Background: an optimization exercise with open tools, aiming at small area, a short achievable clock period and few clock cycles per item. Do not read the settings as production practice.
At most, simulation tests tie the RTL to the original design; equivalence was not proved.
For runs 6 to 8, only the layout was checked, not whether the RTL still works.

[design.v]
module aes_key_expand #(
  parameter int KEY_BITS = 256
) (
  input  logic                clk,
  input  logic                rst,
  input  logic                start,
  input  logic [KEY_BITS-1:0] key_in,
  output logic                busy,
  output logic [127:0]        rk_out,
  output logic [3:0]          rk_idx,
  output logic                rk_valid,
  input  logic                rk_ready,
  output logic                done
);
  logic [255:0] st;      
  logic [3:0]   idx;     
  logic         act;     
  logic         vld;     
  logic [31:0]  sw, p0, p1, p2, p3, rc;
  logic [127:0] nw;
  logic [7:0]   rcon;
  logic         adv;
  for (genvar b = 0; b < 4; b++) begin : g_sbox
    aes_ks_sbox u_sbox (.x(st[224+8*b +: 8]), .y(sw[8*b +: 8]));
  end
  aes_ks_mix u_mix (.sw(sw), .rot(!idx[0]), .p({p3, p2, p1, p0}), .nw(nw));
  assign busy     = vld;
  assign rk_valid = vld;
  assign rk_out   = st[127:0];
  assign rk_idx   = idx;
  always_comb begin
    rcon = 8'h01 << idx[3:1];
    rc = idx[0] ? 32'h0 : {24'h0, rcon};
    p0 = st[31:0] ^ rc;
    p1 = p0 ^ st[63:32];
    p2 = p1 ^ st[95:64];
    p3 = p2 ^ st[127:96];
    adv = rk_ready;
  end
  always_ff @(posedge clk) begin
    if (!act) st <= key_in;
    else if (adv) st <= {nw, st[255:128]};
  end
  always_ff @(posedge clk or posedge rst) begin
    if (rst) begin
      act <= 1'b0;
      vld <= 1'b0;
      idx <= 4'd0;
      done <= 1'b0;
    end else begin
      done <= 1'b0;
      if (!vld) vld <= start;
      else if (adv && idx == 4'd14) vld <= 1'b0;
      if (!act) begin
        idx <= 4'd0;
        if (start) act <= 1'b1;
      end else if (adv) begin
        idx <= idx + 4'd1;
        if (idx == 4'd14) begin
          act <= 1'b0;
          done <= 1'b1;
        end
      end
    end
  end
endmodule
module aes_ks_sbox (
  input  logic [7:0] x,
  output logic [7:0] y
);
  function automatic logic [7:0] sbox(input logic [7:0] x);
    logic u0, u1, u2, u3, u4, u5, u6, u7;
    logic t1, t2, t3, t4, t5, t6, t7, t8, t9, t10, t11, t12, t13, t14, t15, t16, t17, t18, t19;
    logic t20, t21, t22, t23, t24, t25, t26, t27;
    logic m1, m2, m3, m4, m5, m6, m7, m8, m9, m10, m11, m12, m13, m14, m15, m16, m17, m18, m19;
    logic m20, m21, m22, m23, m24, m25, m26, m27, m28, m29, m30, m31, m32, m33, m34, m35, m36;
    logic m37, m38, m39, m40, m41, m42, m43, m44, m45, m46, m47, m48, m49, m50, m51, m52, m53;
    logic m54, m55, m56, m57, m58, m59, m60, m61, m62, m63;
    logic l0, l1, l2, l3, l4, l5, l6, l7, l8, l9, l10, l11, l12, l13, l14, l15, l16, l17, l18;
    logic l19, l20, l21, l22, l23, l24, l25, l26, l27, l28, l29;
    u0 = x[7]; u1 = x[6]; u2 = x[5]; u3 = x[4]; u4 = x[3]; u5 = x[2]; u6 = x[1]; u7 = x[0];
    t1 = u0 ^ u3;   t2 = u0 ^ u5;   t3 = u0 ^ u6;   t4 = u3 ^ u5;   t5 = u4 ^ u6;
    t6 = t1 ^ t5;   t7 = u1 ^ u2;   t8 = u7 ^ t6;   t9 = u7 ^ t7;   t10 = t6 ^ t7;
    t11 = u1 ^ u5;  t12 = u2 ^ u5;  t13 = t3 ^ t4;  t14 = t6 ^ t11; t15 = t5 ^ t11;
    t16 = t5 ^ t12; t17 = t9 ^ t16; t18 = u3 ^ u7;  t19 = t7 ^ t18; t20 = t1 ^ t19;
    t21 = u6 ^ u7;  t22 = t7 ^ t21; t23 = t2 ^ t22; t24 = t2 ^ t10; t25 = t20 ^ t17;
    t26 = t3 ^ t16; t27 = t1 ^ t12;
    m1 = t13 & t6;  m2 = t23 & t8;  m3 = t14 ^ m1;  m4 = t19 & u7;  m5 = m4 ^ m1;
    m6 = t3 & t16;  m7 = t22 & t9;  m8 = t26 ^ m6;  m9 = t20 & t17; m10 = m9 ^ m6;
    m11 = t1 & t15; m12 = t4 & t27; m13 = m12 ^ m11; m14 = t2 & t10; m15 = m14 ^ m11;
    m16 = m3 ^ m2;  m17 = m5 ^ t24; m18 = m8 ^ m7;  m19 = m10 ^ m15; m20 = m16 ^ m13;
    m21 = m17 ^ m15; m22 = m18 ^ m13; m23 = m19 ^ t25; m24 = m22 ^ m23; m25 = m22 & m20;
    m26 = m21 ^ m25; m27 = m20 ^ m21; m28 = m23 ^ m25; m29 = m28 & m27; m30 = m26 & m24;
    m31 = m20 & m23; m32 = m27 & m31; m33 = m27 ^ m25; m34 = m21 & m22; m35 = m24 & m34;
    m36 = m24 ^ m25; m37 = m21 ^ m29; m38 = m32 ^ m33; m39 = m23 ^ m30; m40 = m35 ^ m36;
    m41 = m38 ^ m40; m42 = m37 ^ m39; m43 = m37 ^ m38; m44 = m39 ^ m40; m45 = m42 ^ m41;
    m46 = m44 & t6;  m47 = m40 & t8;  m48 = m39 & u7;  m49 = m43 & t16; m50 = m38 & t9;
    m51 = m37 & t17; m52 = m42 & t15; m53 = m45 & t27; m54 = m41 & t10; m55 = m44 & t13;
    m56 = m40 & t23; m57 = m39 & t19; m58 = m43 & t3;  m59 = m38 & t22; m60 = m37 & t20;
    m61 = m42 & t1;  m62 = m45 & t4;  m63 = m41 & t2;
    l0 = m61 ^ m62;  l1 = m50 ^ m56;  l2 = m46 ^ m48;  l3 = m47 ^ m55;  l4 = m54 ^ m58;
    l5 = m49 ^ m61;  l6 = m62 ^ l5;   l7 = m46 ^ l3;   l8 = m51 ^ m59;  l9 = m52 ^ m53;
    l10 = m53 ^ l4;  l11 = m60 ^ l2;  l12 = m48 ^ m51; l13 = m50 ^ l0;  l14 = m52 ^ m61;
    l15 = m55 ^ l1;  l16 = m56 ^ l0;  l17 = m57 ^ l1;  l18 = m58 ^ l8;  l19 = m63 ^ l4;
    l20 = l0 ^ l1;   l21 = l1 ^ l7;   l22 = l3 ^ l12;  l23 = l18 ^ l2;  l24 = l15 ^ l9;
    l25 = l6 ^ l10;  l26 = l7 ^ l9;   l27 = l8 ^ l10;  l28 = l11 ^ l14; l29 = l11 ^ l17;
    sbox[7] = l6 ^ l24;
    sbox[6] = ~(l16 ^ l26);
    sbox[5] = ~(l19 ^ l28);
    sbox[4] = l6 ^ l21;
    sbox[3] = l20 ^ l22;
    sbox[2] = l25 ^ l29;
    sbox[1] = ~(l13 ^ l27);
    sbox[0] = ~(l6 ^ l23);
  endfunction
  assign y = sbox(x);
endmodule
module aes_ks_mix (
  input  logic [31:0]  sw,
  input  logic         rot,
  input  logic [127:0] p,
  output logic [127:0] nw
);
  logic [31:0] t;
  assign t = rot ? {sw[7:0], sw[31:8]} : sw;
  assign nw = p ^ {4{t}};
endmodule
[flow/run.sh]
#!/bin/bash
# Standard ORFS layout (the standard.sh), with these changes:
#  - synthesis is the standard flow's own script, but ABC maps with flow/abc.script (area-oriented);
#  - ports are buffered with the small sky130_fd_sc_hd__buf_1 instead of the default pick;
#  - clock tree synthesis inserts no dummy loads;
#  - timing repair aims for a slack margin that leaves TARGET_NS (flow/target.txt) of the
#    clock period, so the layout is sized for a shorter period than the constraint asks.
# Each step's full log is in orfs/logs/; the make output is in synth.log and layout.log here.
set -euo pipefail
here=$(pwd)
export FLOW_WORK=$here
export MY_ABC_SCRIPT=$here/flow/abc.script
target=$(cat flow/target.txt)
extra=()
if [[ "$target" != "none" ]]; then
  margin=$(python3 -c "print(round($FLOW_PERIOD_NS - $target, 3))")
  extra+=("SETUP_SLACK_MARGIN=$margin")
fi
bash standard.sh "SYNTH_SCRIPT=$here/flow/my_synth.tcl" synth > "$here/synth.log" 2>&1
bash standard.sh "CTS_ARGS=-sink_clustering_enable -repair_clock_nets -dont_use_dummy_load" "BUFFER_PORTS_ARGS=-buffer_cell sky130_fd_sc_hd__buf_1" "${extra[@]}" finish > "$here/layout.log" 2>&1
[flow/abc.script]
strash
map -a
[flow/my_synth.tcl]
# The standard synthesis script (synth_recipe.tcl, in the work folder), with one change:
# every ABC mapping call uses the script named by MY_ABC_SCRIPT instead of ORFS's.
proc abc {args} {
  set i [lsearch -exact $args -script]
  if {$i >= 0} { lset args [expr {$i + 1}] $::env(MY_ABC_SCRIPT) }
  yosys abc {*}$args
}
source $::env(FLOW_WORK)/synth_recipe.tcl
[flow/target.txt]
6.2
[standard.sh]
#!/bin/bash
# synth_recipe.tcl (not shown) runs the flow's synth.tcl, then flattens the netlist and writes it again
# the make line also repeats each setting of config.mk as NAME=value (left out here)
make -C /OpenROAD-flow-scripts/flow DESIGN_CONFIG=/design/flow/config.mk WORK_HOME=/design/flow/orfs CLKGATE_MAP_FILE= SYNTH_SCRIPT=/design/flow/synth_recipe.tcl "${@:-finish}"
[config.mk]
export PLATFORM = sky130hd
export DESIGN_NAME = aes_key_expand
export DESIGN_NICKNAME = aes_key_expand
export VERILOG_FILES = /design/flow/design.v
export SDC_FILE = /design/flow/constraint.sdc
export NUM_CORES = 4
export LEC_CHECK = 0
export CAP_MARGIN = 20
export CORE_MARGIN = 2
export CORE_UTILIZATION = 60
export SLEW_MARGIN = 20
export SYNTH_HIERARCHICAL = 1
export SYNTH_MINIMUM_KEEP_SIZE = 0
[constraint.sdc]
create_clock -name core_clock -period 22.0 [get_ports {clk}]
set_input_delay 4.4000 -clock core_clock [delete_from_list [all_inputs] [get_ports {clk}]]
set_output_delay 4.4000 -clock core_clock [all_outputs]
set_load 0.01 [all_outputs]
==> results of run 1 <==
-- per-module statistics from Yosys, one instance, submodules excluded --
module          flip-flops and latches  times used  cells
aes_key_expand                     263           1   1309
aes_ks_mix                           0           1    160
aes_ks_sbox                          0           4    147
-- flip-flops by register name, indices dropped and copies added (netlist names) --
register,cells
st,256
act,1
vld,1
done,1
idx,4
-- Yosys cell counts --
| cell type | count |
|---|---|
| nand3_1 | 9 |
| xor2_1 | 432 |
| dfrtp_1 | 7 |
| ha_1 | 10 |
| clkinv_1 | 71 |
| o31ai_1 | 5 |
| buf_4 | 129 |
| nand4_1 | 20 |
| or2_2 | 10 |
| xnor2_1 | 140 |
| mux2_2 | 32 |
| o21ai_0 | 6 |
| edfxtp_1 | 256 |
| nand2_1 | 884 |
| nor2_1 | 46 |
-- layout make-up --
cell class	instances	area, um2
Clock buffer	30	751
Tap cell	396	495
Inverter	71	274
Fill cell	2639	10100
Multi-Input combinational cell	1595	9340
Timing Repair Buffer	401	1560
Antenna cell	2	5.00
Sequential cell	263	7870
-- cell families (layout without fill, tap and decap cells) --
group | count (synthesis) | count (layout) | synth area share [%]
AO/OA/AOI/OAI | 11 | 11 | 0.368
adder cells (fa/ha/maj) | 10 | 10 | 0.681
XOR/XNOR | 572 | 572 | 27.3
AND/OR/NAND/NOR | 969 | 970 | 20.3
multiplexers | 32 | 32 | 1.96
flip-flops | 263 | 263 | 42.8
buffers and inverters | 200 | 502 | 6.72
other | 0 | 2 | 0
-- worst paths after layout --
| path | to | cells past startpoint | start |
|---|---|---|---|
| max | st[213]$_DFFE_PP_ | 4 | rk_ready |
| min in group asynchronous | vld$_DFF_PP0_ | 2 | rst |
| min | vld$_DFF_PP0_ | 1 | vld$_DFF_PP0_ |
| max in group asynchronous | act$_DFF_PP0_ | 2 | rst |
| max reg2reg | st[142]$_DFFE_PP_ | 23 | st[236]$_DFFE_PP_ |
| min reg2reg | vld$_DFF_PP0_ | 1 | vld$_DFF_PP0_ |
-- repair_timing --
item                                    in CTS  in global routing
gates cloned                                 0                  1
gates resized for setup                      3                  7
endpoints found under the setup margin      75                179
setup buffers                                0                  0
-- routing by layer --
layer  vias to the layer above  part of all wire, %
met5                         -                    0
met1                      6310                   43
li1                       6975                    -
met2                       402                   48
met3                        66                  6.0
met4                         0                  3.1
==> metrics.cfg, run 1 <==
[outcome]
status = no timing/DRC/antenna violations

[routing]
drtIter0Drc = 868
drtAntennaViolNets = 0
wl_per_cell_um = 15.4
drc = 0
dr.pass1.iters = 5
vias_per_cell = 4.99
wl_um = 42500
vias = 13753

[clocking]
clk_pin_slew_ns = 0.06
postCtsHoldBufs = 0
clock_latency_ns = 0.56
htree_levels = 1
cts-root-buf = clkbuf_16
cts_buffer_depth = 3
cts_buffers = 30
cts_tree = done
clock-sinks = 263

[worst_setup_path]
critPathTopFamily = buffers and inverters
r2r_slack_ns = 16.24
cp.arrival_ns = 6.20
cp-start-kind = primary input
cp_slowest_cell = buf_6
crit_chain = buf_1 > or2_4 > buf_6 > buf_8
cp.required_ns = 22.17
endpoint_kind = flop
criticalPathCategory = primary input to flop
cp_max_fo = 75
max_stage_delay_ns = 0.52
crit_buf_inv = 3

[timing]
setup_tns_ns = 0
rsz0062_at_grt = false
drv_slew = 0
relSlewSlack_pct = 35.3
whs_ns = 0.504
worst_slack_ns = 15.97
max_clock_freq_mhz = 166
hold_violations = 0
skew_ns = 0.0347
setup_viol = 0
period_needed_ns = 6.03
tightest_slew_ns = 0.970
post-route-period-util_pct = 27.4

[final_layout]
final_common_cell = nand2_1
nNetsFinal = 2632
syn2layout_area_growth_pct = 10.4
drive_above_1_share_pct = 3.81
layout_common_cells = nand2_1 (884), xor2_1 (428), buf_1 (394)
utilization_pct = 66.9
final_cell_area_um2 = 20300
finalNonFillerCells = 2758

[logic_synthesis]
synth.area.top_cells = edfxtp_1 (42%), xor2_1 (21%), nand2_1 (18%), xnor2_1 (6.7%), buf_4 (5.3%)
synth.distinct_cells = 15
synth_top_area_share_pct = 41.8
synth_fp_nets = 2327
ys_seq_elements = 263
netlist_instances = 2057
syn_area_um2 = 18400
synth_top_area_cell = edfxtp_1
yosysWarnings = 8
syn_area_per_cell_um2 = 8.94
seq_area_frac_synth_pct = 42.8

[place]
dpl.hpwl_um = 30500
placed_area_um2 = 19400
io_buffers = 394
dp_slack_ns = 14.74
gp_congestion = 0.894
dpl.cell_count = 2724

[global_routing]
use_met2_pct = 43.4
grt_max_degree = 168
use_met1_pct = 33.0
grt_pass1_wl_um = 65300
overflow = 0
busiest_layer = met2
track_usage_pct = 25.5
grt_pass1_vias = 13272
antenna_found_initial = 1
use_met3_pct = 4.37

[die]
rows = 64
die-height_um = 179
die_x_um = 179
num_io_pins = 395
coreArea_um2 = 30300
start_util_pct = 60.6
dieArea_um2 = 32100

[job]
timing.max_cap.violations = 0

[worst_hold_path]
hold_class = flop to flop

Testbench counts, summed over its fixed seeds: cycles 3,072, round keys 2,880.
==> inputs of run 2 (changes only) <==
==> flow/target.txt (replaced) <==
6.0
==> run 2 against run 1 <==
Count of clock-buffer cells in the layout is the same; register-to-register slack gained 0.11 ns; setup slack gained 0.19 ns; via count grew 0.20%; cell area grew 0.46%; utilization grew 0.31 points; critical path type unchanged; flip-flop and latch count is the same; area after synthesis is the same.
==> metrics.cfg, run 2 <==
[timing]
max_clock_freq_mhz = 171  ; +3.2%
setup_viol = 0  ; unchanged
post-route-period-util_pct = 26.6  ; -0.86 points
tightest_slew_ns = 0.969  ; -0.000956 ns
rsz0062_at_grt = false
setup_tns_ns = 0  ; unchanged
skew_ns = 0.0345  ; -0.000210 ns
hold_violations = 0  ; unchanged
worst_slack_ns = 16.16  ; +0.190 ns
drv_slew = 0  ; unchanged
relSlewSlack_pct = 35.4  ; +0.064 points
period_needed_ns = 5.84  ; -0.190 ns
whs_ns = 0.504  ; -0.000178 ns

[final_layout]
drive_above_1_share_pct = 4.36  ; +0.55 points
reg.largest.list = st: 256 flops, idx: 4 flops
largest_register = st
syn2layout_area_growth_pct = 10.9
layout_common_cells = nand2_1 (884), xor2_1 (420), buf_1 (394)
nNetsFinal = 2632  ; unchanged
largest_reg_flops = 256  ; unchanged
final_cell_area_um2 = 20400  ; +0.46%
utilization_pct = 67.2  ; +0.31 points
finalNonFillerCells = 2757  ; -0.036%
final_common_cell = nand2_1

[worst_setup_path]
cp-start-kind = primary input
criticalPathCategory = primary input to flop
r2r-end = st[197]$_DFFE_PP_
cp.required_ns = 22.19  ; +0.02 ns
cp-startpoint = rk_ready
cp_slowest_cell = buf_8
reg2reg_depth = 23  ; unchanged
crit_chain = buf_1 > or2_4 > buf_8 > buf_12
max_stage_delay_ns = 0.44  ; -0.08 ns
cp.arrival_ns = 6.03  ; -0.17 ns
r2r_start = st[231]$_DFFE_PP_
cp_max_fo = 75  ; unchanged
r2r_slack_ns = 16.35  ; +0.11 ns
endpoint_kind = flop
endpoint = st[213]$_DFFE_PP_

[logic_synthesis]
synth_fa_ha_area_share_pct = 0.681  ; unchanged
synth_xor_area_share_pct = 27.3  ; unchanged
synth_simple_gate_area_share_pct = 20.3  ; unchanged
yosysMostFrequentCell = nand2_1
ys.flop_type = edfxtp_1
synth.area.top_cells = edfxtp_1 (42%), xor2_1 (21%), nand2_1 (18%), xnor2_1 (6.7%), buf_4 (5.3%)
syn_area_per_cell_um2 = 8.94  ; unchanged
synth_compound_area_share_pct = 0.368  ; unchanged
ys_seq_elements = 263  ; unchanged
syn_area_um2 = 18400  ; unchanged
synth_common_cells = nand2_1 (884), xor2_1 (432), edfxtp_1 (256)
synth_top_area_cell = edfxtp_1
synth_mux_area_share_pct = 1.96  ; unchanged
synth_fp_nets = 2327  ; unchanged
async_reset_ff_share_pct = 2.66  ; unchanged
netlist_instances = 2057  ; unchanged
synth_edf_count = 256  ; unchanged
synth_top_family_by_area = XOR/XNOR gates
yosysWarnings = 8  ; unchanged
seq_area_frac_synth_pct = 42.8  ; unchanged
synth.distinct_cells = 15  ; unchanged
synth_top_area_share_pct = 41.8  ; unchanged

[place]
gp_congestion = 0.894  ; unchanged
io_buffers = 394  ; unchanged
dpl.hpwl_um = 30500  ; unchanged
dpl.cell_count = 2724  ; unchanged
placed_area_um2 = 19400  ; unchanged
dp_slack_ns = 14.74  ; unchanged

[worst_hold_path]
hold_class = flop to flop
holdPathStages = 1  ; unchanged

[job]
timing.max_cap.violations = 0  ; unchanged

[die]
die_x_um = 179  ; unchanged
start_util_pct = 60.6  ; unchanged
dieArea_um2 = 32100  ; unchanged
die-height_um = 179  ; unchanged
coreArea_um2 = 30300  ; unchanged
num_io_pins = 395  ; unchanged
rows = 64  ; unchanged

[global_routing]
antenna_found_initial = 1  ; unchanged
track_usage_pct = 25.7  ; +0.14 points
grt_max_degree = 169  ; +0.60%
grt_pass1_vias = 13293  ; +0.16%
grt_pass1_wl_um = 65500  ; +0.36%
overflow = 0  ; unchanged

[clocking]
cts_tree = done
clock-sinks = 263  ; unchanged
cts_buffers = 30  ; unchanged
cts-root-buf = clkbuf_16
clk_pin_slew_ns = 0.06  ; about the same
cts_buffer_depth = 3  ; unchanged
htree_levels = 1  ; unchanged
clock_latency_ns = 0.56  ; about the same

[routing]
wl_um = 42500  ; about the same
dr.pass1.iters = 7  ; +2
vias_per_cell = 5.00  ; +0.24%
wl_per_cell_um = 15.4  ; about the same
drtIter0Drc = 857  ; -1.3%
vias = 13781  ; +0.20%
drc = 0  ; unchanged
drtAntennaViolNets = 0  ; unchanged

[outcome]
status = no timing/DRC/antenna violations

## run 2: worst min-delay path by stage
stage | endpoint | slack [ns] | from
after floorplan | st[0]$_DFFE_PP_ | 0.49 | st[128]$_DFFE_PP_
after global placement | vld$_DFF_PP0_ | 0.48 | vld$_DFF_PP0_
after detailed placement | vld$_DFF_PP0_ | 0.50 | vld$_DFF_PP0_
after CTS | vld$_DFF_PP0_ | 0.51 | vld$_DFF_PP0_
after global routing | st[94]$_DFFE_PP_ | 0.52 | st[222]$_DFFE_PP_
final | vld$_DFF_PP0_ | 0.50 | vld$_DFF_PP0_
## run 2: timing repair
action / 4_1_cts / 5_1_grt
buffers inserted: 0 / 0
setup endpoints to repair: 80 / 132
endpoints found under the hold margin: 0 / 0
cloned: 1 / 0
hold buffers: 0 / 0
resized for setup: 4 / 22
## run 2: per-module statistics from Yosys (local to each module, per instance)
module,copies in the design,area [um2],flip-flops and latches
aes_key_expand,1,12900,263
aes_ks_mix,1,1480,0
aes_ks_sbox,4,1010,0
## run 2: final cells by class
cell class,instances,area (um2)
Tap cell,396,495
Fill cell,2626,9960
Inverter,71,274
Timing Repair Buffer,401,1570
Antenna cell,1,2.50
Multi-Input combinational cell,1595,9430
Sequential cell,263,7870
Clock buffer,30,751
## run 2: kinds of logic after synthesis
group,after synthesis
AOI/OAI and AO/OA,11
xor gates and xnor gates,572
adders and majority gates,10
buffers and inverters,200
DFF,263
muxes,32
and+or+nand+nor,969
## run 2: layer usage
layer  wire (um)  track usage [%]
met4        1410             8.74
met1       18000             33.0
met2       20400             43.7
met5           0                0
met3        2620             4.39
## run 2: worst max-delay path, delay by kind of cell
family	cells	cell delay (ns)
and+or+nand+nor	1	0.42
buffers and inverters	3	1.09
==> inputs of run 3 (changes only) <==
==> flow/abc.script (replaced) <==
strash
dc2
dch -f
map -a
==> flow/target.txt (replaced) <==
5.85
--- a/config.mk
+++ b/config.mk
@@ -9,5 +9,3 @@
 export CORE_MARGIN = 2
 export CORE_UTILIZATION = 60
 export SLEW_MARGIN = 20
-export SYNTH_HIERARCHICAL = 1
-export SYNTH_MINIMUM_KEEP_SIZE = 0
==> run 3 against run 2 <==
Synthesized cell count shrank 2.8%; first-iteration DRC count rose by 17%; setup slack improved by 0.10 ns; maximum frequency is 1.8% higher; via count up 3.7%; die area decreased by 6.4%; routed wire length rose by 0.61%; critical endpoint is now st[107]$_DFFE_PP_; cell area is 0.14% higher.
==> metrics.cfg, run 3 <==
[outcome]
status = no timing/DRC/antenna violations

[logic_synthesis]
synth_top_family_by_area = simple AND/OR/NAND/NOR gates
synth_compound_area_share_pct = 6.87  ; +6.5 points
seq_area_frac_synth_pct = 45.8  ; +3.0 points
synth_common_cells = nand2_1 (749), edfxtp_1 (256), xor2_1 (216)
synth_edf_count = 256  ; unchanged
synth_fp_nets = 2270  ; -2.4%
ys.flop_type = edfxtp_1
async_reset_ff_share_pct = 2.66  ; unchanged
syn_area_per_cell_um2 = 8.59  ; -3.9%
ys_seq_elements = 263  ; unchanged
synth_xor_area_share_pct = 16.8  ; -10 points
synth_fa_ha_area_share_pct = 0.728  ; +0.048 points
yosysWarnings = 2  ; -6
synth_simple_gate_area_share_pct = 21.1  ; +0.83 points
yosysMostFrequentCell = nand2_1
synth_top_area_share_pct = 44.7  ; +2.9 points
syn_area_um2 = 17200  ; -6.5%
synth.distinct_cells = 24  ; +9
synth_mux_area_share_pct = 0.524  ; -1.4 points
synth.area.top_cells = edfxtp_1 (45%), nand2_1 (16%), xor2_1 (11%), xnor2_1 (5.8%), buf_4 (5.6%)
netlist_instances = 2000  ; -2.8%
synth_top_area_cell = edfxtp_1

[die]
die_x_um = 173  ; -3.2%
num_io_pins = 395  ; unchanged
coreArea_um2 = 28000  ; -7.7%
rows = 61  ; -4.7%
die-height_um = 173  ; -3.2%
dieArea_um2 = 30000  ; -6.4%
start_util_pct = 61.3  ; +0.77 points

[worst_setup_path]
criticalPathCategory = primary input to flop
cp_max_fo = 83  ; +11%
crit_chain = buf_1 > or2_4 > buf_12 > buf_12
cp.arrival_ns = 5.92  ; -0.11 ns
cp_slowest_cell = buf_12
cp-start-kind = primary input
crit_top_cell = buf_12
cp.required_ns = 22.17  ; -0.02 ns
endpoint_kind = flop
max_stage_delay_ns = 0.40  ; -0.04 ns

[clocking]
cts_buffer_depth = 3  ; unchanged
clock-sinks = 263  ; unchanged
postCtsHoldBufs = 0  ; unchanged
clock_latency_ns = 0.55  ; about the same
clk_pin_slew_ns = 0.06  ; about the same
cts_tree = done
cts-root-buf = clkbuf_16
htree_levels = 1  ; unchanged
cts_buffers = 28  ; -6.7%

[timing]
relSlewSlack_pct = 40.3  ; +4.9 points
worst_slack_ns = 16.26  ; +0.103 ns
drv_slew = 0  ; unchanged
tightest_slew_ns = 0.896  ; -0.0733 ns
hold_violations = 0  ; unchanged
whs_ns = 0.514  ; +0.0102 ns
skew_ns = 0.0255  ; -0.00897 ns
setup_tns_ns = 0  ; unchanged
post-route-period-util_pct = 26.1  ; -0.47 points
max_clock_freq_mhz = 174  ; +1.8%
period_needed_ns = 5.74  ; -0.103 ns
setup_viol = 0  ; unchanged
rsz0062_at_grt = true

[final_layout]
layout_common_cells = nand2_1 (720), buf_1 (394), edfxtp_1 (256)
diodes = 0  ; -1
nFillCells = 2234  ; -15%
multi_input_area_um2 = 8870  ; -5.9%
largest_register = st
reg.largest.list = st: 256 flops, idx: 4 flops
syn2layout_area_growth_pct = 18.8
final_common_cell = nand2_1
largest_reg_flops = 256  ; unchanged
final_cell_area_um2 = 20400  ; +0.14%
register_area_um2 = 7870  ; unchanged
nNetsFinal = 2639  ; +0.27%
drive_above_1_share_pct = 13.4  ; +9.0 points

[routing]
vias = 14289  ; +3.7%
dr.pass1.iters = 5  ; -2
vias_per_cell = 5.21  ; +4.1%
drc = 0  ; unchanged
drtAntennaViolNets = 0  ; unchanged
wl_per_cell_um = 15.6  ; +1.0%
wl_um = 42700  ; +0.61%
drtIter0Drc = 1003  ; +17%

[global_routing]
grt_pass1_wl_um = 65300  ; -0.33%
grt_max_degree = 122  ; -28%
overflow = 0  ; unchanged
grt_pass1_vias = 13267  ; -0.20%
antenna_found_initial = 0  ; -1
track_usage_pct = 26.6  ; +0.92 points

[place]
dp_slack_ns = 14.72  ; -0.0270 ns
placed_area_um2 = 18200  ; -6.2%
io_buffers = 394  ; unchanged
gp_congestion = 0.894  ; unchanged
dpl.hpwl_um = 30300  ; -0.87%

[job]
timing.max_cap.violations = 0  ; unchanged

[worst_hold_path]
hold_class = flop to flop

run 3: changes by cell type after synthesis, sizes merged, moves of 4 or more:
cell | before | now
a21oi | 0 | 53
clkinv | 71 | 118
mux2 | 32 | 0
mux2i | 0 | 9
nand2 | 884 | 749
nand3 | 9 | 31
nand4 | 20 | 3
nor2 | 46 | 99
o211ai | 0 | 31
o21ai | 6 | 126
o31ai | 5 | 1
or2 | 10 | 39
xnor2 | 140 | 114
xor2 | 432 | 216
run 3: layout make-up:
cell class | count | area share, %
clock buffers | 28 | 3.43
well taps | 378 | 2.32
flip-flops and latches | 263 | 38.5
inverters | 118 | 2.21
repair buffers | 467 | 10.1
multi-input cells | 1491 | 43.5
run 3: final timing paths:
kind | startpoint | end | slack [ns] | depth (start not counted)
setup reg to reg | st[236]$_DFFE_PP_ | st[228]$_DFFE_PP_ | 16.27 | 33
hold / removal | st[150]$_DFFE_PP_ | st[22]$_DFFE_PP_ | 0.51 | 2
max in group asynchronous | rst | act$_DFF_PP0_ | 18.06 | 2
hold reg to reg | st[150]$_DFFE_PP_ | st[22]$_DFFE_PP_ | 0.51 | 2
min in group asynchronous | rst | idx[1]$_DFFE_PP0P_ | 3.74 | 2
setup / recovery | rk_ready | st[107]$_DFFE_PP_ | 16.26 | 4
run 3: critical path: cells and delay by family:
family | cells | cell delay, ns
simple gates | 1 | 0.36
buf+inv | 3 | 1.05
run 3: kinds of logic after synthesis:
logic type | count (synthesis)
flip-flops | 263
multiplexers | 9
XOR/XNOR | 330
adder cells (fa/ha/maj) | 10
AO/OA/AOI/OAI | 217
AND/OR/NAND/NOR | 924
buffers and inverters | 247
run 3: what timing repair did:
action / 4_1_cts / 5_1_grt
cloned: 0 / 1
setup buffers: 12 / 52
resized for setup: 42 / 185
endpoints found under the setup margin: 230 / 176
pin swaps: 11 / 84
run 3: through the flow:
step           cells  utilization [%]
6_report        2745             72.9
5_1_grt         2745             72.9
4_1_cts         2692             68.5
3_5_place_dp    2652             65.1
3_3_place_gp    2652             65.1
2_1_floorplan   2000                -
run 3: routing by layer:
layer	track usage (%)	share of wire, %	vias up	wire length [um]
li1	-	-	7078	-
met1	35.7	43	6625	18200
met2	44.5	48	515	20500
met3	4.17	6.5	71	2790
met4	8.26	2.9	0	1220
met5	0	0	-	0
==> inputs of run 4 (changes only) <==
==> flow/abc.script (replaced) <==
strash
map -a
==> run 4 against run 3 <==
Still clean; routed wire length is 2.7% higher; non-clock buffer count is 49 lower; area after synthesis is 5.0% higher; cell area is 0.51% higher; clock skew is 0.010 ns higher; critical path type is now flop to primary output; critical endpoint is now rk_idx[2].
==> metrics.cfg, run 4 <==
[outcome]
status = no timing/DRC/antenna violations

[logic_synthesis]
syn_area_per_cell_um2 = 9.14  ; +6.3%
syn_area_um2 = 18000  ; +5.0%
netlist_instances = 1974  ; -1.3%
synth.area.top_cells = edfxtp_1 (43%), xor2_1 (19%), nand2_1 (15%), xnor2_1 (8.7%), buf_4 (5.4%)
seq_area_frac_synth_pct = 43.6  ; -2.2 points
synth_edf_count = 256  ; unchanged
synth.distinct_cells = 20  ; -17%
synth_top_area_cell = edfxtp_1
yosysWarnings = 2  ; unchanged
synth_fp_nets = 2244  ; -1.1%
synth_common_cells = nand2_1 (701), xor2_1 (395), edfxtp_1 (256)
ys_seq_elements = 263  ; unchanged
yosysMostFrequentCell = nand2_1
ys.flop_type = edfxtp_1
synth_top_area_share_pct = 42.6  ; -2.1 points
async_reset_ff_share_pct = 2.66  ; unchanged

[place]
dpl.hpwl_um = 31100  ; +2.8%
gp_congestion = 0.881  ; -1.5%
placed_area_um2 = 19100  ; +4.7%
io_buffers = 394  ; unchanged

[timing]
relSlewSlack_pct = 38.2  ; -2.1 points
setup_viol = 0  ; unchanged
setup_tns_ns = 0  ; unchanged
tightest_slew_ns = 0.927  ; +0.0314 ns
skew_ns = 0.0359  ; +0.0104 ns
hold_violations = 0  ; unchanged
max_clock_freq_mhz = 174  ; about the same
post-route-period-util_pct = 26.1  ; about the same
drv_slew = 0  ; unchanged
period_needed_ns = 5.75  ; +0.00520 ns
rsz0062_at_grt = false

[clocking]
clk_pin_slew_ns = 0.06  ; about the same
htree_levels = 1  ; unchanged
cts_buffers = 29  ; +3.6%
clock-sinks = 263  ; unchanged
cts_tree = done
cts-root-buf = clkbuf_16
clock_latency_ns = 0.57  ; +0.02 ns
cts_buffer_depth = 3  ; unchanged

[global_routing]
grt_pass1_wl_um = 67900  ; +3.9%
track_usage_pct = 27.1  ; +0.56 points
grt_pass1_vias = 13223  ; -0.33%
grt_max_degree = 200  ; +64%
overflow = 0  ; unchanged
antenna_found_initial = 1  ; +1

[worst_setup_path]
cp.arrival_ns = 1.35  ; -4.57 ns
criticalPathCategory = flop to primary output
crit_buf_inv = 1  ; -2
crit_chain = buf_1
cp-start-kind = flop
critPathTopFamily = flip-flops
cp_max_fo = 11  ; -87%
cp_slowest_cell = dfrtp_1
endpoint_kind = primary output
cp.required_ns = 17.60  ; -4.57 ns
max_stage_delay_ns = 0.56  ; +0.16 ns

[die]
num_io_pins = 395  ; unchanged
dieArea_um2 = 31500  ; +4.8%
die_x_um = 177  ; +2.4%
coreArea_um2 = 29600  ; +5.8%
start_util_pct = 60.8  ; -0.49 points
rows = 63  ; +3.3%
die-height_um = 177  ; +2.4%

[job]
timing.max_cap.violations = 0  ; unchanged

[routing]
drtIter0Drc = 857  ; -15%
wl_per_cell_um = 16.3  ; +5.0%
dr.pass1.iters = 5  ; unchanged
wl_um = 43900  ; +2.7%
drtAntennaViolNets = 0  ; unchanged
vias = 13708  ; -4.1%
vias_per_cell = 5.11  ; -1.9%
drc = 0  ; unchanged

[final_layout]
final_cell_area_um2 = 20500  ; +0.51%
nNetsFinal = 2566  ; -2.8%
nFillCells = 2454  ; +9.8%
largest_reg_flops = 256  ; unchanged
final_common_cell = nand2_1
drive_above_1_share_pct = 5.06  ; -8.3 points
layout_common_cells = nand2_1 (697), buf_1 (394), xor2_1 (374)
syn2layout_area_growth_pct = 13.8
largest_register = st
diodes = 0  ; unchanged
reg.largest.list = st: 256 flops, idx: 4 flops

[worst_hold_path]
hold_class = flop to flop

## run 4: changes by cell type in the layout (fill, tap and decap cells not counted), sizes merged, moves of 28 or more
cell,change
o211ai,-31
xor2,+179
xnor2,+66
buf,-52
a21oi,-53
clkinv,-35
nor2,-52
nand2,-48
or2,-28
## run 4: cell families (layout without fill, tap and decap cells)
group                      after synthesis  in the layout  synth area share (%)
and+or+nand+nor                        789            791                  17.0
xor gates and xnor gates               575            575                  27.9
DFF                                    263            263                  43.6
buffers and inverters                  190            508                  6.64
adders and majority gates               10             10                 0.694
AOI/OAI and AO/OA                      147            147                  4.19
## run 4: metrics by stage
stage               hold slack, ns  cells  worst slack (ns)  util, %
floorplan                    0.494   1974             13.96        -
global placement             0.497   2637             13.73     64.5
finish                       0.502   2684             16.25     69.3
CTS                          0.501   2671             16.16     67.7
detailed placement           0.501   2637             13.68     64.5
global route                 0.527   2684             16.04     69.3
## run 4: cell type report
class	count	area, um2	area share, %
clock buffers	29	726	3.54
inverters	61	241	1.18
multi-input cells	1523	9410	45.8
flip-flops and latches	263	7870	38.3
well taps	390	488	2.38
repair buffers	418	1790	8.74
## run 4: worst paths after layout
path	start	endpoint	slack (ns)	cells past startpoint
worst max-delay path	idx[2]$_DFFE_PP0P_	rk_idx[2]	16.25	1
max in group asynchronous	rst	act$_DFF_PP0_	18.07	2
worst min register to register	st[148]$_DFFE_PP_	st[20]$_DFFE_PP_	0.50	2
worst min-delay path	st[148]$_DFFE_PP_	st[20]$_DFFE_PP_	0.50	2
min in group asynchronous	rst	idx[0]$_DFFE_PP0P_	3.71	2
worst max register to register	st[244]$_DFFE_PP_	st[170]$_DFFE_PP_	16.57	21
## run 4: worst reg2reg max path, stage by stage, from the launching register on
cell,delay [ns]
edfxtp_1,0.53
xor2_4,0.23
xnor2_4,0.25
clkinv_1,0.13
or2_2,0.32
xnor2_1,0.18
xnor2_1,0.15
xor2_1,0.35
nor2_1,0.19
xnor2_1,0.17
or2_2,0.30
nand2_1,0.15
xor2_1,0.29
nand2_1,0.21
xor2_1,0.23
xnor2_2,0.35
xnor2_1,0.16
xnor2_1,0.30
nand2_1,0.10
nand2_1,0.26
xor2_1,0.19
o21ai_0,0.09
## run 4: routing by layer
layer	global-route usage (%)	wire (um)
met4	5.02	657
met1	37.5	18900
met5	0	13
met2	45.2	20700
met3	5.08	3560
## run 4: what timing repair did
action / 4_1_cts / 5_1_grt
gates cloned: 5 / 0
hold buffers: 0 / 0
endpoints found under the hold margin: 0 / 0
setup endpoints to repair: 210 / 164
buffers inserted: 0 / 13
resized for setup: 20 / 50
pin swaps: 0 / 9
==> inputs of run 5 (changes only) <==
--- a/config.mk
+++ b/config.mk
@@ -9,3 +9,5 @@
 export CORE_MARGIN = 2
 export CORE_UTILIZATION = 60
 export SLEW_MARGIN = 20
+export SYNTH_HIERARCHICAL = 1
+export SYNTH_MINIMUM_KEEP_SIZE = 0
==> run 5 against run 4 <==
Still clean on timing, DRC and antenna; final cell count up 2.8%; clock skew down 0.00086 ns; die area up 1.9%; maximum frequency up 1.7%; critical endpoint unchanged; largest cell class unchanged; highest routed layer is now met4.
==> metrics.cfg, run 5 <==
[final_layout]
final_cell_area_um2 = 20500  ; about the same
nNetsFinal = 2632  ; +2.6%
largest_register = st
drive_above_1_share_pct = 4.92  ; -0.14 points
final_common_cell = nand2_1
largest_reg_flops = 256  ; unchanged
layout_common_cells = nand2_1 (884), xor2_1 (413), buf_1 (394)
reg.largest.list = st: 256 flops, idx: 4 flops
syn2layout_area_growth_pct = 11.5

[routing]
wl_met3_um = 2680  ; -25%
wl_met2_um = 20500  ; -1.3%
drc = 0  ; unchanged
wl_per_cell_um = 15.4  ; -5.7%
wl_um = 42500  ; -3.1%
drtAntennaViolNets = 0  ; unchanged
drtIter0Drc = 954  ; +11%
vias_per_cell = 5.01  ; -1.9%
top_layer_used = met4
dr.pass1.iters = 7  ; +2
vias = 13812  ; +0.76%
drt-met1-wl_um = 18000  ; -4.7%

[worst_setup_path]
crit_chain = buf_1
cp.required_ns = 17.60  ; about the same
cp_slowest_cell = dfrtp_1
max_stage_delay_ns = 0.53  ; -0.03 ns
criticalPathCategory = flop to primary output
cp.arrival_ns = 1.25  ; -0.10 ns
crit_buf_inv = 1  ; unchanged
cp-start-kind = flop
critPathTopFamily = flip-flops
cp_max_fo = 10  ; -1
endpoint_kind = primary output

[die]
die_x_um = 179  ; +0.94%
dieArea_um2 = 32100  ; +1.9%
coreArea_um2 = 30300  ; +2.4%
num_io_pins = 395  ; unchanged
rows = 64  ; +1.6%
start_util_pct = 60.6  ; -0.27 points
die-height_um = 179  ; +0.94%

[logic_synthesis]
yosysWarnings = 8  ; +6
synth_edf_count = 256  ; unchanged
netlist_instances = 2057  ; +4.2%
synth_fa_ha_area_share_pct = 0.681  ; -0.013 points
synth.distinct_cells = 15  ; -25%
ys_seq_elements = 263  ; unchanged
synth_xor_area_share_pct = 27.3  ; -0.67 points
synth_simple_gate_area_share_pct = 20.3  ; +3.3 points
synth_common_cells = nand2_1 (884), xor2_1 (432), edfxtp_1 (256)
syn_area_um2 = 18400  ; +1.9%
yosysMostFrequentCell = nand2_1
synth.area.top_cells = edfxtp_1 (42%), xor2_1 (21%), nand2_1 (18%), xnor2_1 (6.7%), buf_4 (5.3%)
synth_top_area_cell = edfxtp_1
synth_mux_area_share_pct = 1.96  ; +2.0 points
syn_area_per_cell_um2 = 8.94  ; -2.2%
ys.flop_type = edfxtp_1
seq_area_frac_synth_pct = 42.8  ; -0.83 points
synth_fp_nets = 2327  ; +3.7%
async_reset_ff_share_pct = 2.66  ; unchanged
synth_compound_area_share_pct = 0.368  ; -3.8 points
synth_top_family_by_area = XOR/XNOR gates
synth_top_area_share_pct = 41.8  ; -0.81 points

[timing]
post-route-period-util_pct = 25.7  ; -0.43 points
max_clock_freq_mhz = 177  ; +1.7%
drv_slew = 0  ; unchanged
tightest_slew_ns = 0.993  ; +0.0658 ns
setup_tns_ns = 0  ; unchanged
relSlewSlack_pct = 33.8  ; -4.4 points
period_needed_ns = 5.65  ; -0.0956 ns
rsz0062_at_grt = false
hold_violations = 0  ; unchanged
setup_viol = 0  ; unchanged
skew_ns = 0.0350  ; -0.000862 ns

[global_routing]
grt_max_degree = 169  ; -16%
grt_pass1_wl_um = 65500  ; -3.4%
track_usage_pct = 25.7  ; -1.5 points
antenna_found_initial = 1  ; unchanged
grt_pass1_vias = 13301  ; +0.59%
overflow = 0  ; unchanged

[clocking]
clock-sinks = 263  ; unchanged
postCtsHoldBufs = 0  ; unchanged
cts-root-buf = clkbuf_16
cts_buffers = 30  ; +3.4%
cts_tree = done
clock_latency_ns = 0.56  ; about the same
cts_buffer_depth = 3  ; unchanged
htree_levels = 1  ; unchanged
clk_pin_slew_ns = 0.06  ; about the same

[worst_hold_path]
hold_class = flop to flop

[place]
dpl.hpwl_um = 30500  ; -1.9%
io_buffers = 394  ; unchanged
gp_congestion = 0.894  ; +1.6%
placed_area_um2 = 19400  ; +1.8%

[job]
timing.max_cap.violations = 0  ; unchanged

[outcome]
status = no timing/DRC/antenna violations

[run 5: cell types whose count changed in the layout (fill, tap and decap cells not counted), moves of 6 or more]
cell      previous run  this run
xor2_4               8         2
nand2_1            697       884
buf_4               18         3
clkinv_1            60        69
nand4_1             12        20
o21ai_0            138         6
mux2_2               0        32
xor2_1             374       413
xnor2_1            167       132
[run 5: worst paths after layout]
check | end | startpoint | cells past startpoint | slack [ns]
setup / recovery | rk_idx[2] | idx[2]$_DFFE_PP0P_ | 1 | 16.35
hold / removal | vld$_DFF_PP0_ | vld$_DFF_PP0_ | 1 | 0.50
setup reg to reg | st[197]$_DFFE_PP_ | st[225]$_DFFE_PP_ | 21 | 16.50
hold reg to reg | vld$_DFF_PP0_ | vld$_DFF_PP0_ | 1 | 0.50
max in group asynchronous | act$_DFF_PP0_ | rst | 2 | 18.10
min in group asynchronous | vld$_DFF_PP0_ | rst | 2 | 3.72
[run 5: worst register-to-register path, cell delays in order (launching register included)]
cell      delay (ns)
edfxtp_1        0.50
xor2_2          0.42
xor2_4          0.29
xnor2_1         0.20
ha_1            0.20
xor2_1          0.33
xnor2_1         0.23
xor2_2          0.34
xor2_1          0.26
xor2_1          0.18
o31ai_1         0.09
nand2_1         0.18
xor2_1          0.22
nand2_1         0.13
xnor2_1         0.28
xor2_1          0.30
xor2_1          0.25
xor2_2          0.29
mux2_2          0.31
xor2_1          0.19
nand2_1         0.09
nand2_1         0.11
[run 5: Yosys stat by module, one instance, submodules excluded]
module | area, um2 | copies in the design | cells inside
aes_key_expand | 12900 | 1 | 1309
aes_ks_mix | 1480 | 1 | 160
aes_ks_sbox | 1010 | 4 | 147
[run 5: area by class of cell]
| cell class | count | area (um2) |
|---|---|---|
| Tap cell | 396 | 495 |
| Sequential cell | 263 | 7870 |
| Fill cell | 2607 | 9840 |
| Multi-Input combinational cell | 1596 | 9560 |
| Antenna cell | 2 | 5.00 |
| Inverter | 71 | 274 |
| Clock buffer | 30 | 751 |
| Timing Repair Buffer | 400 | 1550 |
[run 5: routing by layer]
layer  vias up  global-route usage, %
li1       6966                      -
met1      6386                   33.1
met2       395                   43.7
met3        65                   4.39
met4         0                   8.74
met5         -                      0
[run 5: stage by stage]
step	setup slack [ns]	cells	util, %	hold WS, ns
after detailed placement	14.74	2724	64.1	0.500
final	16.35	2758	67.6	0.504
after CTS	16.17	2755	66.7	0.508
after global placement	14.75	2724	64.1	0.483
after global routing	16.13	2757	67.6	0.516
after floorplan	12.55	2057	-	0.494
[run 5: cells by family (layout without fill, tap and decap cells)]
| family | count (synthesis) | count (layout) |
|---|---|---|
| xor+xnor | 572 | 572 |
| buf+inv | 200 | 501 |
| compound gates | 11 | 11 |
| fa+ha+maj | 10 | 10 |
| other cells | 0 | 2 |
| flops | 263 | 263 |
| mux | 32 | 32 |
| simple gates | 969 | 971 |
[run 5: repair_timing]
action | in CTS | in global routing
gates cloned | 1 | 1
resized for setup | 9 | 36
setup buffers | 0 | 0
endpoints found under the setup margin | 172 | 203
==> inputs of run 6 (changes only) <==
--- a/design.v
+++ b/design.v
@@ -15,7 +15,9 @@
   logic [255:0] st;      
   logic [3:0]   idx;     
   logic         act;     
+  logic [3:0]   act_g;   
   logic         vld;     
+  logic [3:0]   ridx;    
   logic [31:0]  sw, p0, p1, p2, p3, rc;
   logic [127:0] nw;
   logic [7:0]   rcon;
@@ -27,7 +29,7 @@
   assign busy     = vld;
   assign rk_valid = vld;
   assign rk_out   = st[127:0];
-  assign rk_idx   = idx;
+  assign rk_idx   = ridx;
   always_comb begin
     rcon = 8'h01 << idx[3:1];
     rc = idx[0] ? 32'h0 : {24'h0, rcon};
@@ -37,9 +39,22 @@
     p3 = p2 ^ st[127:96];
     adv = rk_ready;
   end
+  logic [255:0] st_next;
+  assign st_next = {nw, st[255:128]};
+  for (genvar g = 0; g < 4; g++) begin : g_st
+    always_ff @(posedge clk) begin
+      if (!act_g[g]) st[64*g +: 64] <= key_in[64*g +: 64];
+      else if (adv) st[64*g +: 64] <= st_next[64*g +: 64];
+    end
+    always_ff @(posedge clk or posedge rst) begin
+      if (rst) act_g[g] <= 1'b0;
+      else if (!act_g[g]) act_g[g] <= start;
+      else if (adv && idx == 4'd14) act_g[g] <= 1'b0;
+    end
+  end
   always_ff @(posedge clk) begin
-    if (!act) st <= key_in;
-    else if (adv) st <= {nw, st[255:128]};
+    if (!act) ridx <= 4'd0;
+    else if (adv) ridx <= idx + 4'd1;
   end
   always_ff @(posedge clk or posedge rst) begin
     if (rst) begin
==> run 6 against run 5 <==
Clock skew rose by 0.020 ns; synthesized cell count fell by 23%; flip-flop and latch count rose by 8; count of clock-buffer cells in the layout did not move; first-iteration DRC count fell by 42%; area after synthesis rose by 1.5%; critical path depth rose by 2; hold slack got worse by 0.032 ns; sequential share of layout area rose by 0.11 points; critical path type is now primary input to flop; largest cell class unchanged; highest routed layer is now met5.
==> metrics.cfg, run 6 <==
[clocking]
clk_pin_slew_ns = 0.06  ; about the same
cts_buffers = 30  ; unchanged
cts_buffer_depth = 3  ; unchanged
postCtsHoldBufs = 0  ; unchanged
clock-sinks = 271  ; +3.0%
cts_tree = done
cts-root-buf = clkbuf_16
htree_levels = 1  ; unchanged
clock_latency_ns = 0.58  ; +0.02 ns

[worst_setup_path]
r2r_start = st[230]$_DFFE_PP_
reg2reg_depth = 20  ; -4.8%
r2r-end = st[218]$_DFFE_PP_
cp_max_fo = 64  ; +54
crit_chain = buf_1 > clkinv_16 > nand2_4
crit_buf_inv = 2  ; +1
critPathTopFamily = simple AND/OR/NAND/NOR gates
max_stage_delay_ns = 0.81  ; +0.28 ns
r2r_slack_ns = 16.39  ; -0.11 ns
cp.arrival_ns = 5.98  ; +4.73 ns
endpoint_kind = flop
cp.required_ns = 22.14  ; +4.54 ns
criticalPathCategory = primary input to flop
cp-start-kind = primary input
cp_slowest_cell = nand2_4

[routing]
wl_um = 45300  ; +6.6%
wl_per_cell_um = 19.9  ; +29%
vias_per_cell = 5.31  ; +6.0%
vias = 12107  ; -12%
drtIter0Drc = 557  ; -42%
drtAntennaViolNets = 0  ; unchanged
dr.pass1.iters = 5  ; -2
drc = 0  ; unchanged

[worst_hold_path]
min_to = ridx[1]$_SDFFE_PN0P_
holdPathStages = 2  ; +1
hold_class = flop to flop
min_from = ridx[1]$_SDFFE_PN0P_

[final_layout]
layout_common_cells = xor2_1 (409), buf_1 (394), mux2_2 (286)
drive_above_1_share_pct = 20.5  ; +16 points
nNetsFinal = 2149  ; -18%
final_common_cell = xor2_1
syn2layout_area_growth_pct = 12.2
largest_register = st
register_area_um2 = 8060  ; +2.4%
utilization_pct = 68.5  ; +0.91 points
largest_reg_flops = 256  ; unchanged
multi_input_area_um2 = 9790  ; +2.3%
nFillCells = 2448  ; -6.1%
finalNonFillerCells = 2281  ; -17%
final_cell_area_um2 = 20900  ; +2.1%

[global_routing]
track_usage_pct = 27.0  ; +1.3 points
grt_max_degree = 68  ; -60%
antenna_found_initial = 8  ; +7
grt_pass1_wl_um = 68800  ; +5.0%
grt_pass1_vias = 12467  ; -6.3%
overflow = 0  ; unchanged

[logic_synthesis]
seq_area_frac_synth_pct = 43.1  ; +0.33 points
synth.area.top_cells = edfxtp_1 (41%), xor2_1 (20%), mux2_2 (17%), xnor2_1 (6.6%), buf_4 (5.2%)
synth_common_cells = xor2_1 (433), mux2_2 (288), edfxtp_1 (256)
synth_fp_nets = 1847  ; -21%
async_reset_ff_share_pct = 4.06  ; +1.4 points
synth_top_area_cell = edfxtp_1
synth.distinct_cells = 17  ; +2
syn_area_per_cell_um2 = 11.8  ; +32%
ys.flop_type = edfxtp_1
ys_seq_elements = 271  ; +3.0%
yosysMostFrequentCell = xor2_1
yosysWarnings = 8  ; unchanged
synth_edf_count = 256  ; unchanged
synth_top_area_share_pct = 41.2  ; -0.63 points
netlist_instances = 1577  ; -23%
syn_area_um2 = 18700  ; +1.5%

[timing]
drv_slew = 0  ; unchanged
setup_tns_ns = 0  ; unchanged
period_needed_ns = 5.84  ; +0.188 ns
rsz0062_at_grt = true
tightest_slew_ns = 1.09  ; +0.0968 ns
skew_ns = 0.0555  ; +0.0205 ns
post-route-period-util_pct = 26.5  ; +0.86 points
whs_ns = 0.472  ; -0.0316 ns
relSlewSlack_pct = 27.3  ; -6.5 points
hold_violations = 0  ; unchanged
max_clock_freq_mhz = 171  ; -3.2%
setup_viol = 0  ; unchanged
worst_slack_ns = 16.16  ; -0.188 ns

[place]
placed_area_um2 = 19800  ; +1.6%
io_buffers = 394  ; unchanged
dp_slack_ns = 15.57  ; +0.829 ns
dpl.cell_count = 2241  ; -18%
dpl.hpwl_um = 32300  ; +5.7%
gp_congestion = 0.914  ; +2.2%

[job]
timing.max_cap.violations = 0  ; unchanged

[die]
die_x_um = 180  ; +0.74%
rows = 64  ; unchanged
num_io_pins = 395  ; unchanged
coreArea_um2 = 30600  ; +0.79%
dieArea_um2 = 32500  ; +1.5%
start_util_pct = 61.0  ; +0.44 points
die-height_um = 180  ; +0.74%

[outcome]
status = no timing/DRC/antenna violations

## run 6: cell types whose count changed after synthesis, sizes merged, moves of 4 or more
cell,delta
a21oi,+4
dfrtp,+4
dfxtp,+4
mux2,+256
nand2,-753
nand3,+4
o21ai,+4
## run 6: worst reg2reg max path, delay by kind of cell (launching register included)
kind | cells | cell delay, ns
mux | 2 | 0.62
simple gates | 7 | 1.37
flops | 1 | 0.52
xor+xnor | 10 | 2.68
buf+inv | 1 | 0.14
## run 6: how the worst max path moves through the flow
stage,cells after the start,slack (ns),from,endpoint
finish,3,16.16,rk_ready,st[127]$_DFFE_PP_
global route,3,16.04,rk_ready,st[121]$_DFFE_PP_
CTS,22,16.14,st[236]$_DFFE_PP_,st[139]$_DFFE_PP_
detailed placement,3,15.57,rk_ready,st[191]$_DFFE_PP_
global placement,3,15.62,rk_ready,st[31]$_DFFE_PP_
floorplan,2,15.77,rk_ready,st[0]$_DFFE_PP_
## run 6: what timing repair did
item | CTS | global route
endpoints found under the hold margin | 0 | 0
resized for setup | 9 | 47
endpoints found under the setup margin | 83 | 256
buffers inserted | 0 | 1
pin swaps | 0 | 3
## run 6: cell families (layout without fill, tap and decap cells)
group / after synthesis / after routing / share of synthesized area, %
compound gates: 18 / 18 / 0.536
fa+ha+maj: 10 / 10 / 0.670
simple gates: 214 / 214 / 4.73
buf+inv: 202 / 502 / 6.66
mux: 288 / 288 / 17.4
xor+xnor: 574 / 574 / 26.9
other cells: 0 / 8 / 0
flops: 271 / 271 / 43.1
## run 6: routing by layer
layer / GRT usage (%) / part of all wire [%]
met5: 0 / 0.029
met3: 3.50 / 4.3
met2: 48.0 / 51
met4: 8.39 / 2.7
met1: 34.2 / 42
## run 6: Yosys stat by module, one instance, submodules excluded
module / copies in the design / cells / area, um2
aes_ks_mix: 1 / 160 / 1480
aes_key_expand: 1 / 829 / 13100
aes_ks_sbox: 4 / 147 / 1010
## run 6: layout make-up
cell class | count | area share, %
multi-input combinational | 1104 | 46.7
clock buffer | 30 | 3.58
antenna | 8 | 0.0956
inverter | 73 | 1.43
timing repair buffer | 399 | 7.33
tap | 396 | 2.37
sequential | 271 | 38.5
==> inputs of run 7 (changes only) <==
==> flow/run.sh (replaced) <==
#!/bin/bash
# Standard ORFS layout (the standard.sh), with these changes:
#  - synthesis is the standard flow's own script, but ABC maps with flow/abc.script (area-oriented);
#  - ports are buffered with the small sky130_fd_sc_hd__buf_1 instead of the default pick,
#    except rk_ready, whose buffer becomes a buf_8 after global placement (flow/port_drivers.tcl);
#  - clock tree synthesis inserts no dummy loads;
#  - timing repair aims for a slack margin that leaves TARGET_NS (flow/target.txt) of the
#    clock period, so the layout is sized for a shorter period than the constraint asks.
# Each step's full log is in orfs/logs/; the make output is in synth.log and layout.log here.
set -euo pipefail
here=$(pwd)
export FLOW_WORK=$here
export MY_ABC_SCRIPT=$here/flow/abc.script
target=$(cat flow/target.txt)
extra=()
if [[ "$target" != "none" ]]; then
  margin=$(python3 -c "print(round($FLOW_PERIOD_NS - $target, 3))")
  extra+=("SETUP_SLACK_MARGIN=$margin")
fi
bash standard.sh "SYNTH_SCRIPT=$here/flow/my_synth.tcl" synth > "$here/synth.log" 2>&1
bash standard.sh "CTS_ARGS=-sink_clustering_enable -repair_clock_nets -dont_use_dummy_load" "BUFFER_PORTS_ARGS=-buffer_cell sky130_fd_sc_hd__buf_1" "POST_GLOBAL_PLACE_TCL=$here/flow/port_drivers.tcl" "${extra[@]}" finish > "$here/layout.log" 2>&1
==> flow/port_drivers.tcl (new file) <==
# After global placement: the input port rk_ready fans out to every state register's
# enable, so its port buffer gets a stronger cell than the buf_1 the other ports use.
foreach port {rk_ready} {
  foreach pin [get_pins -of_objects [get_nets -of_objects [get_ports $port]]] {
    set inst [get_cells -of_objects $pin]
    if {[get_property [get_lib_cells -of_objects $inst] name] eq "sky130_fd_sc_hd__buf_1"} {
      puts "port_drivers: [get_full_name $inst] on $port -> sky130_fd_sc_hd__buf_8"
      replace_cell $inst sky130_fd_sc_hd__buf_8
    }
  }
}
==> run 7 against run 6 <==
The flow now stops in 3_3_place_gp; area after synthesis stayed put; synthesized cell count stayed put.
==> metrics.cfg, run 7 <==
[outcome]
status = aborted with a tool error
stop_stage = 3_3_place_gp
error = [ERROR STA-0100] unsupported object type Port.

[logic_synthesis]
synth_edf_count = 256  ; unchanged
ys.flop_type = edfxtp_1
yosysWarnings = 8  ; unchanged
synth_top_area_share_pct = 41.2  ; unchanged
synth_mux_area_share_pct = 17.4  ; unchanged
synth.area.top_cells = edfxtp_1 (41%), xor2_1 (20%), mux2_2 (17%), xnor2_1 (6.6%), buf_4 (5.2%)
ys_seq_elements = 271  ; unchanged
synth.distinct_cells = 17  ; unchanged
syn_area_um2 = 18700  ; unchanged
synth_xor_area_share_pct = 26.9  ; unchanged
async_reset_ff_share_pct = 4.06  ; unchanged
yosysMostFrequentCell = xor2_1
synth_top_family_by_area = XOR/XNOR gates
syn_area_per_cell_um2 = 11.8  ; unchanged
netlist_instances = 1577  ; unchanged
synth_fa_ha_area_share_pct = 0.670  ; unchanged
synth_compound_area_share_pct = 0.536  ; unchanged
synth_common_cells = xor2_1 (433), mux2_2 (288), edfxtp_1 (256)
synth_top_area_cell = edfxtp_1
synth_fp_nets = 1847  ; unchanged
synth_simple_gate_area_share_pct = 4.73  ; unchanged
seq_area_frac_synth_pct = 43.1  ; unchanged

[place]
io_buffers = 394  ; unchanged

[die]
die-height_um = 180  ; unchanged
num_io_pins = 395  ; unchanged
start_util_pct = 61.0  ; unchanged
rows = 64  ; unchanged
die_x_um = 180  ; unchanged

-- run 7: cell counts after synthesis --
Identical to the previous run, type by type.
-- run 7: logic make-up after synthesis --
group | Yosys count
AO/OA/AOI/OAI | 18
XOR/XNOR | 574
AND/OR/NAND/NOR | 214
buffers and inverters | 202
adder cells (fa/ha/maj) | 10
multiplexers | 288
flip-flops | 271
-- run 7: Yosys stat by module, one instance, submodules excluded --
module | cell area (um2) | flip-flops and latches
aes_key_expand | 13100 | 271
aes_ks_mix | 1480 | 0
aes_ks_sbox | 1010 | 0
==> inputs of run 8 (changes only) <==
==> flow/port_drivers.tcl (replaced) <==
# After global placement: the input port rk_ready fans out to every state register's
# enable, so its port buffer gets a stronger cell than the buf_1 the other ports use.
foreach port {rk_ready} {
  foreach pin [get_pins -of_objects [get_nets $port]] {
    set inst [get_cells -of_objects $pin]
    if {[get_property [get_lib_cells -of_objects $inst] name] eq "sky130_fd_sc_hd__buf_1"} {
      puts "port_drivers: [get_full_name $inst] on $port -> sky130_fd_sc_hd__buf_8"
      replace_cell $inst sky130_fd_sc_hd__buf_8
    }
  }
}
==> run 8 against run 7 <==
Now clean on timing, DRC and antenna; area after synthesis did not move; synthesized cell count unchanged.
==> metrics.cfg, run 8 <==
[outcome]
status = no timing/DRC/antenna violations

[routing]
vias_per_cell = 5.30
dr.pass1.iters = 4
wl_per_cell_um = 20.0
drtIter0Drc = 568
wl_um = 45700
drc = 0
drtAntennaViolNets = 0
vias = 12126

[logic_synthesis]
seq_area_frac_synth_pct = 43.1  ; unchanged
ys_seq_elements = 271  ; unchanged
synth.distinct_cells = 17  ; unchanged
synth_fp_nets = 1847  ; unchanged
yosysWarnings = 8  ; unchanged
syn_area_um2 = 18700  ; unchanged
synth_top_area_cell = edfxtp_1
synth_edf_count = 256  ; unchanged
synth_common_cells = xor2_1 (433), mux2_2 (288), edfxtp_1 (256)
netlist_instances = 1577  ; unchanged
synth.area.top_cells = edfxtp_1 (41%), xor2_1 (20%), mux2_2 (17%), xnor2_1 (6.6%), buf_4 (5.2%)
async_reset_ff_share_pct = 4.06  ; unchanged
synth_top_area_share_pct = 41.2  ; unchanged
syn_area_per_cell_um2 = 11.8  ; unchanged
ys.flop_type = edfxtp_1
yosysMostFrequentCell = xor2_1

[worst_setup_path]
reg2reg_depth = 22
crit_buf_inv = 1
cp_max_fo = 2
r2r_start = st[229]$_DFFE_PP_
cp-start-kind = flop
crit_chain = buf_1
cp.required_ns = 17.60
cp.arrival_ns = 1.21
criticalPathCategory = flop to primary output
r2r-end = st[186]$_DFFE_PP_
cp_slowest_cell = edfxtp_1
r2r_slack_ns = 16.44
endpoint_kind = primary output
max_stage_delay_ns = 0.47
critPathTopFamily = flip-flops

[job]
timing.max_cap.violations = 0

[clocking]
cts_buffer_depth = 3
cts_tree = done
clock-sinks = 271
htree_levels = 1
cts_buffers = 30
clock_latency_ns = 0.57
cts-root-buf = clkbuf_16
clk_pin_slew_ns = 0.06

[final_layout]
largest_register = st
syn2layout_area_growth_pct = 12.8
final_cell_area_um2 = 21000
nFillCells = 2478
layout_common_cells = xor2_1 (404), buf_1 (393), mux2_2 (286)
largest_reg_flops = 256
drive_above_1_share_pct = 21.0
nNetsFinal = 2152
final_common_cell = xor2_1
finalNonFillerCells = 2287

[timing]
relSlewSlack_pct = 26.8
skew_ns = 0.0585
setup_tns_ns = 0
hold_violations = 0
max_clock_freq_mhz = 178
drv_slew = 0
tightest_slew_ns = 1.10
setup_viol = 0
rsz0062_at_grt = false
post-route-period-util_pct = 25.5
period_needed_ns = 5.61

[die]
die_x_um = 180  ; unchanged
coreArea_um2 = 30600
num_io_pins = 395  ; unchanged
rows = 64  ; unchanged
start_util_pct = 61.0  ; unchanged
dieArea_um2 = 32500
die-height_um = 180  ; unchanged

[global_routing]
overflow = 0
track_usage_pct = 27.1
grt_max_degree = 68
antenna_found_initial = 9
grt_pass1_vias = 12486
grt_pass1_wl_um = 69000

[place]
dpl.cell_count = 2241
dpl.hpwl_um = 32300
placed_area_um2 = 19800
io_buffers = 394  ; unchanged

[worst_hold_path]
hold_class = flop to flop
min_from = ridx[1]$_SDFFE_PN0P_
min_to = ridx[1]$_SDFFE_PN0P_
holdPathStages = 2

## run 8: stage by stage
stage	hold WS, ns	util, %	worst slack, ns
2_1_floorplan	0.482	-	15.77
3_3_place_gp	0.457	64.6	15.62
4_1_cts	0.471	67.3	16.14
6_report	0.469	68.8	16.39
3_5_place_dp	0.463	64.6	16.00
5_1_grt	0.500	68.8	16.12
## run 8: tightest hold or removal path, stage by stage, from the launching register on
cell	delay, ns
dfxtp_1	0.31
nand2_1	0.06
a21oi_1	0.06
## run 8: modules after synthesis (local to each module, per instance)
module          area, um2  times used  cells
aes_ks_mix           1480           1    160
aes_ks_sbox          1010           4    147
aes_key_expand      13100           1    829
## run 8: cells by family (layout without fill, tap and decap cells)
group	Yosys count	count (layout)	synth area share, %
other cells	0	11	0
simple gates	214	214	4.73
fa+ha+maj	10	10	0.670
compound gates	18	18	0.536
xor+xnor	574	574	26.9
mux	288	288	17.4
flops	271	271	43.1
buf+inv	202	505	6.66
## run 8: final cells by class
| type | count | area (um2) | share of cell area (%) |
|---|---|---|---|
| Antenna cell | 11 | 27.5 | 0.131 |
| Clock buffer | 30 | 751 | 3.57 |
| Inverter | 73 | 300 | 1.43 |
| Multi-Input combinational cell | 1104 | 9850 | 46.8 |
| Sequential cell | 271 | 8060 | 38.3 |
| Tap cell | 396 | 495 | 2.35 |
| Timing Repair Buffer | 402 | 1570 | 7.46 |
## run 8: repair_timing
item	CTS	global route
resized for setup	7	55
hold endpoints to repair	0	0
hold buffers	0	0
setup endpoints to repair	37	128
buffers inserted	0	4
pin swaps	0	3
## run 8: metal layers
metal / track usage (%) / up-vias / part of all wire [%]
li1: - / 5784 / -
met1: 33.6 / 5916 / 41
met2: 47.7 / 341 / 51
met3: 4.14 / 83 / 4.7
met4: 10.5 / 2 / 3.3
met5: 0 / - / 0.026
## run 8: how the worst max path moves through the flow
stage                        end               from  cells past startpoint
6_report              rk_out[97]   st[97]$_DFFE_PP_                      1
5_1_grt        st[221]$_DFFE_PP_  st[229]$_DFFE_PP_                     21
4_1_cts        st[186]$_DFFE_PP_  st[252]$_DFFE_PP_                     22
3_5_place_dp   st[178]$_DFFE_PP_  st[247]$_DFFE_PP_                     22
3_3_place_gp    st[31]$_DFFE_PP_           rk_ready                      3
2_1_floorplan    st[0]$_DFFE_PP_           rk_ready                      2

what the ideal ports hide:
How much do the figures lean on ideal ports? The routed layouts below were timed once more, with nothing changed but the port constraints.
Step 1, drivers: a clkbuf_16 drives clk and a buf_2 each remaining input, both assumed.
Step 2 also shifts input and output timing later by t, the mid clock arrival at the registers, as if the neighbouring blocks saw the same clock.
Three values: no drivers, after step 1, after step 2; two values: the first two.
| run | t, ns | slack for setup (ns) | hold slack, ns | worst slew at a driven data input, ns |
|---|---|---|---|---|
| run 1 | 0.591 | 15.967 / 15.992 / 15.400 | 0.504 / 0.504 / 0.504 | 0.07 |
| run 2 | 0.591 | 16.156 / 16.181 / 15.590 | 0.504 / 0.504 / 0.504 | 0.07 |
| run 3 | 0.581 | 16.259 / 16.265 / 15.684 | 0.514 / 0.514 / 0.514 | 0.07 |
| run 4 | 0.600 | 16.254 / 16.202 / 15.701 | 0.502 / 0.502 / 0.502 | 0.08 |
| run 5 | 0.591 | 16.350 / 16.298 / 15.797 | 0.504 / 0.504 / 0.504 | 0.07 |
| run 6 | 0.599 | 16.161 / 16.156 / 15.557 | 0.472 / 0.472 / 0.472 | 0.08 |
| run 8 | 0.595 | 16.394 / 16.342 / 16.048 | 0.469 / 0.469 / 0.469 | 0.08 |
After both steps every run listed still meets setup and hold. For run 6, which loses most, drivers alone change the setup slack by -0.005 ns; drivers and shift together by -0.604 ns.
